This design comes from an exercise in tuning for small area, a short achievable clock period and few clock cycles per item on the open sky130 flow, not from production work.
The RTL of this run was laid out without a check of its function.

`design/flow/config.mk`:
```
export PLATFORM = sky130hd
export DESIGN_NAME = integer_alu_floored_division
export DESIGN_NICKNAME = integer_alu_floored_division
export VERILOG_FILES = /design/flow/design.v
export SDC_FILE = /design/flow/constraint.sdc
export NUM_CORES = 4
export LEC_CHECK = 0
export CAP_MARGIN = 20
export CORE_MARGIN = 2
export CORE_UTILIZATION = 40
export SLEW_MARGIN = 20
```
`design/flow/constraint.sdc`:
```
create_clock -name core_clock -period 14.0 [get_ports {clk}]
set_input_delay 2.8000 -clock core_clock [delete_from_list [all_inputs] [get_ports {clk}]]
set_output_delay 2.8000 -clock core_clock [all_outputs]
set_load 0.01 [all_outputs]
```
`design/flow/design.v`:
```
package ialu_pkg;
	localparam int unsigned XLEN = 32;
	localparam int unsigned CMDW = 4;
	localparam int unsigned DIV_BITS_PER_STAGE = 4;
	localparam int unsigned DIV_STAGES = XLEN / DIV_BITS_PER_STAGE;
	localparam logic [XLEN-1:0] HIGH_HALF_MASK = 32'hFFFF_0000;
	localparam logic [XLEN-1:0] LOW_HALF_MASK  = 32'h0000_FFFF;
	typedef enum logic [CMDW-1:0] {
		CMD_ADD = 4'd0,
		CMD_SUB = 4'd1,
		CMD_MUL = 4'd2,
		CMD_DIV = 4'd3,
		CMD_CMP = 4'd4,
		CMD_SHL = 4'd5,
		CMD_SHR = 4'd6,
		CMD_SAR = 4'd7,
		CMD_AND = 4'd8,
		CMD_OR  = 4'd9,
		CMD_XOR = 4'd10,
		CMD_NOT = 4'd11,
		CMD_LDL = 4'd12,
		CMD_LDH = 4'd13
	} cmd_t;
	typedef struct packed {
		logic [XLEN-1:0] quo;    
		logic [XLEN-1:0] rem;
		logic [XLEN-1:0] den;    
		logic [XLEN-1:0] b;      
		logic            neg_a;
		logic            neg_b;
	} div_data_t;
	typedef struct packed {
		logic [XLEN-1:0] res;
		logic            is_div;
		logic            div_zero;
		logic            fw;
		logic            rw;
	} res_info_t;
endpackage
module integer_alu_floored_division (
	input  logic        clk,
	input  logic        arst_n,
	input  logic        in_valid,
	output logic        in_ready,
	input  logic [3:0]  command,
	input  logic [31:0] operand_a,
	input  logic [31:0] operand_b,
	output logic        out_valid,
	input  logic        out_ready,
	output logic [31:0] result_value,
	output logic [31:0] remainder_value,
	output logic        negative_flag,
	output logic        zero_flag,
	output logic        flags_written,
	output logic        result_written,
	output logic        error_code
);
	localparam logic [3:0] C_ADD = 4'd0, C_SUB = 4'd1, C_MUL = 4'd2, C_DIV = 4'd3,
		C_CMP = 4'd4, C_SHL = 4'd5, C_SHR = 4'd6, C_SAR = 4'd7, C_AND = 4'd8,
		C_OR = 4'd9, C_XOR = 4'd10, C_NOT = 4'd11, C_LDL = 4'd12, C_LDH = 4'd13;
	localparam logic [2:0] S_EX = 3'd0, S_MUL = 3'd1, S_D0 = 3'd2, S_D1 = 3'd3,
		S_D2 = 3'd4, S_IT = 3'd5, S_F1 = 3'd6, S_F2 = 3'd7;
	logic        xv;
	logic [31:0] xa, xb;
	logic [3:0]  xc;
	logic [2:0]  st;
	logic [4:0]  cnt;
	logic        sa, sb, rz, bp, first;
	logic        wv;
	logic [31:0] w;
	logic        wz, wfw, wrw, werr;
	logic        ov;
	logic [31:0] ores, orem;
	logic        oz, ofw, orw, oerr;
	logic        rdy;
	function automatic logic [31:0] rev32(input logic [31:0] v);
		for (int i = 0; i < 32; i++) rev32[i] = v[31-i];
	endfunction
	function automatic logic [5:0] clz32(input logic [31:0] v);
		clz32 = 6'd32;
		for (int i = 0; i < 32; i++) if (v[i]) clz32 = 31 - i;
	endfunction
	wire st_ex  = (st == S_EX);
	wire st_mul = (st == S_MUL);
	wire st_d0  = (st == S_D0);
	wire st_d1  = (st == S_D1);
	wire st_d2  = (st == S_D2);
	wire st_it  = (st == S_IT);
	wire st_f1  = (st == S_F1);
	wire st_f2  = (st == S_F2);
	wire xb_zero  = (xb == 32'd0);
	wire mul_last = (xb[31:1] == {31{xb[31]}});
	wire eq31_3   = (xb[31:3] == {29{xb[31]}});
	wire sd       = sa ^ sb;
	wire bneg  = xb[1] & ~(xb[0] & bp);
	wire btwo  = (xb[1] & ~xb[0] & ~bp) | (~xb[1] & xb[0] & bp);
	wire bzero = (xb[1] == xb[0]) & (xb[0] == bp);
	wire [31:0] bpp = btwo ? {xa[30:0], 1'b0} : xa;
	logic        a_w, a_inv, a_en, b_pp, b_inv, b_en, cin;
	always_comb begin
		a_w = 1'b0; a_inv = 1'b0; a_en = 1'b1;
		b_pp = 1'b0; b_inv = 1'b0; b_en = 1'b1; cin = 1'b0;
		case (st)
			S_EX: begin
				b_inv = (xc == C_SUB) || (xc == C_CMP);
				cin = b_inv;
			end
			S_MUL: begin
				a_w = 1'b1; a_en = ~first;
				b_pp = 1'b1; b_inv = bneg; b_en = ~bzero; cin = bneg;
			end
			S_D0: begin
				a_en = 1'b0; b_inv = xb[31]; cin = xb[31];
			end
			S_D1: begin
				a_inv = xa[31]; b_en = 1'b0; cin = xa[31];
			end
			S_IT: begin
				b_inv = 1'b1; cin = 1'b1;
			end
			S_F1: begin
				a_inv = sa; b_inv = ~sa; b_en = sd; cin = sa | sd;
			end
			default: begin  
				a_w = 1'b1; a_inv = sd; b_en = 1'b0; cin = sd & rz;
			end
		endcase
	end
	wire [31:0] aop = ((a_w ? w : xa) ^ {32{a_inv}}) & {32{a_en}};
	wire [31:0] bop = ((b_pp ? bpp : xb) ^ {32{b_inv}}) & {32{b_en}};
	wire [32:0] sum = {1'b0, aop} + {1'b0, bop} + {32'd0, cin};
	wire        qbit = sum[32];  
	wire [5:0]  za = clz32(xa);
	wire [5:0]  zb = clz32(xb);
	wire [6:0]  sdiff = {1'b0, zb} - {1'b0, za};
	wire        q_zero = sdiff[6];  
	wire [31:0] sh_in  = st_d2 ? xb : xa;
	wire [4:0]  sh_amt = st_d2 ? sdiff[4:0] : xb[4:0];
	wire        sh_left = st_d2 | (xc == C_SHL);
	wire        sh_fill = ~st_d2 & (xc == C_SAR) & xa[31];
	wire [31:0] sh_r_in = sh_left ? rev32(sh_in) : sh_in;
	wire [32:0] sh_ext  = $signed({sh_fill, sh_r_in}) >>> sh_amt;
	wire [31:0] sh_out  = sh_left ? rev32(sh_ext[31:0]) : sh_ext[31:0];
	wire        big_shift = |xb[31:5];
	logic [31:0] res;
	logic        rfw, rrw, rerr;
	always_comb begin
		rfw = 1'b1; rrw = 1'b1; rerr = 1'b0;
		case (xc)
			C_ADD, C_SUB, C_MUL: res = sum[31:0];
			C_CMP: begin res = sum[31:0]; rrw = 1'b0; end
			C_DIV: begin
				res = st_f2 ? sum[31:0] : 32'd0;
				if (!st_f2) begin rfw = 1'b0; rrw = 1'b0; rerr = 1'b1; end
			end
			C_SHL, C_SHR: res = big_shift ? 32'd0 : sh_out;
			C_SAR: res = big_shift ? {32{xa[31]}} : sh_out;
			C_AND: res = xa & xb;
			C_OR:  res = xa | xb;
			C_XOR: res = xa ^ xb;
			C_NOT: res = ~xa;
			C_LDL: begin res = {xa[31:16], xb[15:0]}; rfw = 1'b0; end
			C_LDH: begin res = {xb[15:0], xa[15:0]}; rfw = 1'b0; end
			default: begin res = xa; rfw = 1'b0; rrw = 1'b0; end
		endcase
	end
	wire rz_res = (res == 32'd0);
	wire ofree  = ~ov | out_ready;
	wire xs     = xv & (st_ex | (st_d0 & xb_zero) | (st_mul & mul_last));
	wire xf2    = xv & st_f2 & ~ov & ~wv;
	wire x_to_o = (xs & ~wv & ofree) | xf2;
	wire x_to_w = xs & (wv ? ofree : ~ofree);
	wire x_leave = x_to_o | x_to_w;
	wire mul_it = xv & st_mul & ~mul_last & ~wv;
	wire xv_n = rdy ? in_valid : (xv & ~x_leave);
	wire wv_n = x_to_w | (wv & ~ofree);
	wire ov_n = ofree ? (wv | x_to_o) : 1'b1;
	wire new_simple = (command != C_MUL) && (command != C_DIV);
	wire xsimple_n = rdy ? new_simple :
		(st_ex | (st_d0 & xb_zero) | (st_mul & (mul_it ? eq31_3 : mul_last)));
	wire f2_n = ~rdy & xv & (st_f1 | (st_f2 & ~xf2));
	wire rdy_n = ~xv_n | (xsimple_n & ~wv_n) | (f2_n & ~ov_n & ~wv_n);
	always_ff @(posedge clk or negedge arst_n) begin
		if (!arst_n) begin
			xv  <= 1'b0;
			wv  <= 1'b0;
			ov  <= 1'b0;
			rdy <= 1'b1;
		end else begin
			xv  <= xv_n;
			wv  <= wv_n;
			ov  <= ov_n;
			rdy <= rdy_n;
		end
	end
	always_ff @(posedge clk) begin
		if (rdy) begin
			xa <= operand_a;
			xb <= operand_b;
			xc <= command;
			st <= (command == C_MUL) ? S_MUL : (command == C_DIV) ? S_D0 : S_EX;
			bp <= 1'b0;
			first <= 1'b1;
		end else if (xv) begin
			case (st)
				S_MUL: if (mul_it) begin
					xa <= {xa[29:0], 2'b00};
					xb <= {{2{xb[31]}}, xb[31:2]};
					bp <= xb[1];
					first <= 1'b0;
				end
				S_D0: if (!xb_zero) begin
					xb <= sum[31:0];
					sa <= xa[31];
					sb <= xb[31];
					st <= S_D1;
				end
				S_D1: begin
					xa <= sum[31:0];
					st <= S_D2;
				end
				S_D2: if (!wv) begin
					if (q_zero) begin
						st <= S_F1;
					end else begin
						xb <= sh_out;
						cnt <= sdiff[4:0];
						st <= S_IT;
					end
				end
				S_IT: begin
					if (qbit) xa <= sum[31:0];
					if (cnt != 5'd0) begin
						xb <= {1'b0, xb[31:1]};
						cnt <= cnt - 5'd1;
					end else begin
						st <= S_F1;
					end
				end
				S_F1: begin
					xb <= (xa == 32'd0) ? 32'd0 : sum[31:0];
					rz <= (xa == 32'd0);
					st <= S_F2;
				end
				default: ;
			endcase
		end
	end
	always_ff @(posedge clk) begin
		if (x_to_w) begin
			w    <= res;
			wz   <= rz_res;
			wfw  <= rfw;
			wrw  <= rrw;
			werr <= rerr;
		end else if (xv && !wv) begin
			if (st_d2) w <= 32'd0;
			else if (st_it) w <= {w[30:0], qbit};
			else if (mul_it) w <= sum[31:0];
		end
	end
	always_ff @(posedge clk) begin
		if (ofree) begin
			if (wv) begin
				ores <= w;
				orem <= 32'd0;
				oz   <= wz;
				ofw  <= wfw;
				orw  <= wrw;
				oerr <= werr;
			end else begin
				ores <= res;
				orem <= st_f2 ? xb : 32'd0;
				oz   <= rz_res;
				ofw  <= rfw;
				orw  <= rrw;
				oerr <= rerr;
			end
		end
	end
	assign in_ready        = rdy;
	assign out_valid       = ov;
	assign result_value    = ores;
	assign remainder_value = orem;
	assign negative_flag   = ores[31];
	assign zero_flag       = oz;
	assign flags_written   = ofw;
	assign result_written  = orw;
	assign error_code      = oerr;
endmodule
```
`design/flow/run.sh`:
```
#!/bin/bash
# synth_recipe.tcl (not shown) runs the flow's synth.tcl, then flattens the netlist and writes it again
# the make line also repeats each setting of config.mk as NAME=value (left out here)
make -C /OpenROAD-flow-scripts/flow DESIGN_CONFIG=/design/flow/config.mk WORK_HOME=/design/flow/orfs CLKGATE_MAP_FILE= SYNTH_SCRIPT=/design/flow/synth_recipe.tcl finish
```
==> results by group <==
Route
  – 1st-iter DRT viols: about 5400
  – Final ANT Viol Nets: 0
  – Vias: 28000
  – DR DRC count: 0
  – Via density: roughly 7.5
  – Final WL: between 150000 and 200000 um
  – DR WL/cell: about 41 um
  – Router iterations before antenna repair: 10

Floorplan
  – Core ar.: ~55000 sq um
  – Die X-Extent: ~240 um
  – Vert. Die Dim: roughly 240 um
  – Initial core utilization: between 40% and 50%
  – Die Area: about 58000 sq um
  – Top Ports: 143
  – Row count: 86

CTS
  – TritonCTS buffer count: 17
  – Post_cts resized: 0
  – Hold-fix buffers, CTS: 0
  – Maximum buffer depth of the clock tree: 2
  – Setup repair bufs after CTS: 0
  – Clock root buffer: clkbuf_16
  – H-tree levels: 4
  – CTS tree: done
  – Worst-Skew Late Latency: around 520 ps
  – Clock transition at path regs: about 90 ps
  – Clock sink count: around 190

Finish
  – FF/Latch Area: between 5000 and 6000 sq um
  – Multi-input gate area: about 16000 sq um
  – Design area: roughly 26000 sq um
  – Fillers: roughly 5400
  – Nets: around 3100
  – Most common cell after layout, fill and taps aside: nand2_1
  – Most frequent cells in the layout: nand2_1, o21ai_0, nor2_1
  – Area delta synth->final: 15.0%
  – Share of cells above drive strength 1: 10.8%

Logic synthesis
  – Top FF cell, synth: edfxtp_1
  – Post-synthesis sequential area ratio: about a quarter
  – Mapped Avg Cell Area: ~7.7 sq um
  – EDFF count, synth: roughly 180
  – Syn nets: just over 3000
  – Cell area after synthesis: ~22000 sq um
  – Synthesis Warnings: 1
  – FF+latch count, synth: ~190
  – Unique masters post-synth: 104
  – Post-synthesis async set-or-reset flop share: 2.12%
  – Mapped Cells: approximately 2900

Global routing
  – GRT overflow: 0
  – First-pass GRT wire length: between 200000 and 250000 um
  – Vias in the first global route: 25300
  – Initial antenna violation count: 21
  – Pin count of the biggest net entering global routing: 111
  – Gr usage total: approximately 52%

Placed design
  – Hpwl dp: roughly 110000 um
  – Final Wtd Congestion: between 1 and 1.5
  – Number of port buffers: between 100 and 150
  – Placed inst area: about 25000 sq um

Worst setup path
  – Worst path arrival time: around 9300 ps
  – Startpoint Class: flop
  – Critical path class: flop to flop
  – Critical path required time: 14350 ps
  – Max FO, Critical Path: between 40 and 50
  – CP Capture Type: flop

STA
  – RSZ-0062 raised after global routing: no
  – Relative slew slack: a little over a tenth
  – Final Hold Fails: 0
  – Worst Skew: between 10 and 15 ps
  – Worst Tran Pin Value: 1340 ps
  – Final Setup Violations: 0
  – Max Slew Vio Count: 0
  – Hold_ws: 482 ps
  – Fin crit share: approximately 64%
  – Minimum clock period: ~9000 ps
  – Post-route setup TNS: 0 ps
  – Fmax: ~110 MHz

Run
  – Max cap viols: 0

Status
  – Status: no timing/DRC/antenna violations

Worst hold path
  – HP Class: flop to flop
## stage by stage
stage / instances / util (%) / setup slack, ps
final: 3709 / 46.6 / 5040
after floorplan: 2893 / - / 7950
after global routing: 3689 / 46.5 / 4830
after CTS: 3686 / 46.5 / 5490
after global placement: 3654 / 45.3 / 5520
after detailed placement: 3654 / 45.4 / 5500
## path summary, 6_finish.rpt
| path | cells past startpoint | slack (ps) | end | from |
|---|---|---|---|---|
| worst max-delay path | 25 | 5040 | oz | xb[0] |
| worst min-delay path | 2 | 480 | first | first |
| worst max register to register | 25 | 5040 | oz | xb[0] |
| worst min register to register | 2 | 480 | first | first |
| max in group asynchronous | 1 | 11290 | rdy | arst_n |
| min in group asynchronous | 1 | 2480 | wv | arst_n |
## state kept, by name (all words and copies together) (netlist names), 3 cells and up
| register | count |
|---|---|
| orem | 32 |
| xa | 32 |
| ores | 32 |
| cnt | 5 |
| w | 32 |
| xc | 4 |
| st | 3 |
| xb | 32 |
## metal layers
| layer | wire (um) | share of wire, % | track usage [%] | vias to the layer above |
|---|---|---|---|---|
| met4 | 14200 | 9.3 | 40.0 | 47 |
| li1 | - | - | - | 11000 |
| met5 | 923 | 0.60 | 6.99 | - |
| met2 | 58600 | 38 | 68.8 | 2763 |
| met1 | 54000 | 35 | 61.6 | 13400 |
| met3 | 25800 | 17 | 29.0 | 759 |
## worst max-delay path, cell delays in order, from the launching register on
cell and delay [ps]:
edfxtp_1 350, buf_4 410, inv_1 540, ha_1 460, nor3_1 200, nor3_1 60, o31a_1 250, o31ai_1 190
a211oi_1 100, nor3_1 170, nor3_1 70, nor3_1 200, o311ai_0 140, a211oi_1 500, fa_2 580, buf_4 320
nor4b_1 940, nand2_1 140, a32oi_1 590, o32a_1 750, o22ai_1 140, o31ai_1 690, o211ai_1 190, nor4_1 340
nand4_1 190, o31ai_2 230
## cell type report
cell class | instances | share of cell area (%)
tap | 748 | 3.64
clock inverter | 15 | 0.739
inverter | 92 | 1.34
timing repair buffer | 295 | 9.99
multi-input combinational | 2330 | 60.5
antenna | 23 | 0.224
clock buffer | 17 | 1.65
sequential | 189 | 21.9
## logic make-up after synthesis
kind of cell	Yosys count	synth area share (%)
AO/OA/AOI/OAI	1032	30.5
AND/OR/NAND/NOR	922	19.1
buffers and inverters	374	6.71
flip-flops	189	25.2
multiplexers	168	8.36
adder cells (fa/ha/maj)	113	6.42
XOR/XNOR	95	3.79
## cell usage after synthesis, types with 11 or more instances
master,number,area (sq um)
xnor2_1,53,464
nor3_1,102,510
nor2b_1,19,119
o211ai_1,88,661
edfxtp_1,183,5500
o2111ai_1,18,158
a21o_1,26,195
inv_1,86,323
a22oi_1,39,293
a21oi_1,228,1140
a211oi_1,61,458
o22ai_1,39,244
or3_1,15,93.8
nand3_1,52,260
nor4_1,22,138
a221oi_1,22,193
mux4_2,13,293
nand2_1,307,1150
o221ai_1,21,184
o31ai_1,33,248
buf_2,39,195
clkbuf_1,214,803
xor2_1,40,350
or2_2,19,119
nand2b_1,37,231
nand4_1,20,125
o21a_1,11,82.6
a31oi_1,21,131
mux2_2,22,248
o21ai_0,256,1280
mux2i_1,133,1330
and3_1,27,169
nor2_1,257,965
ha_1,110,1380
a311oi_1,14,123
buf_1,20,75.1

[separate check: timing with driven ports]
How much do the figures lean on ideal ports? The routed layout below was timed once more, with nothing changed but the port constraints. Step 1 assumes that a clkbuf_16 drives the clock port and a buf_2 every other input. Step 2 times the ports against the registers' clock, not the clock port: input delays grow and output delays shrink by t, the midpoint of the rising clock arrivals with the driver on. Three values: no drivers, after step 1, after step 2; two values: the first two.
t (ns): 0.573
setup WS [ns]: 5.036 / 5.036 / 5.036
cell pins on the clock port's net: 1
After both steps this run still meets setup and hold. The setup slack of this run moves by 0.000 ns with the drivers and by 0.000 ns with both steps.
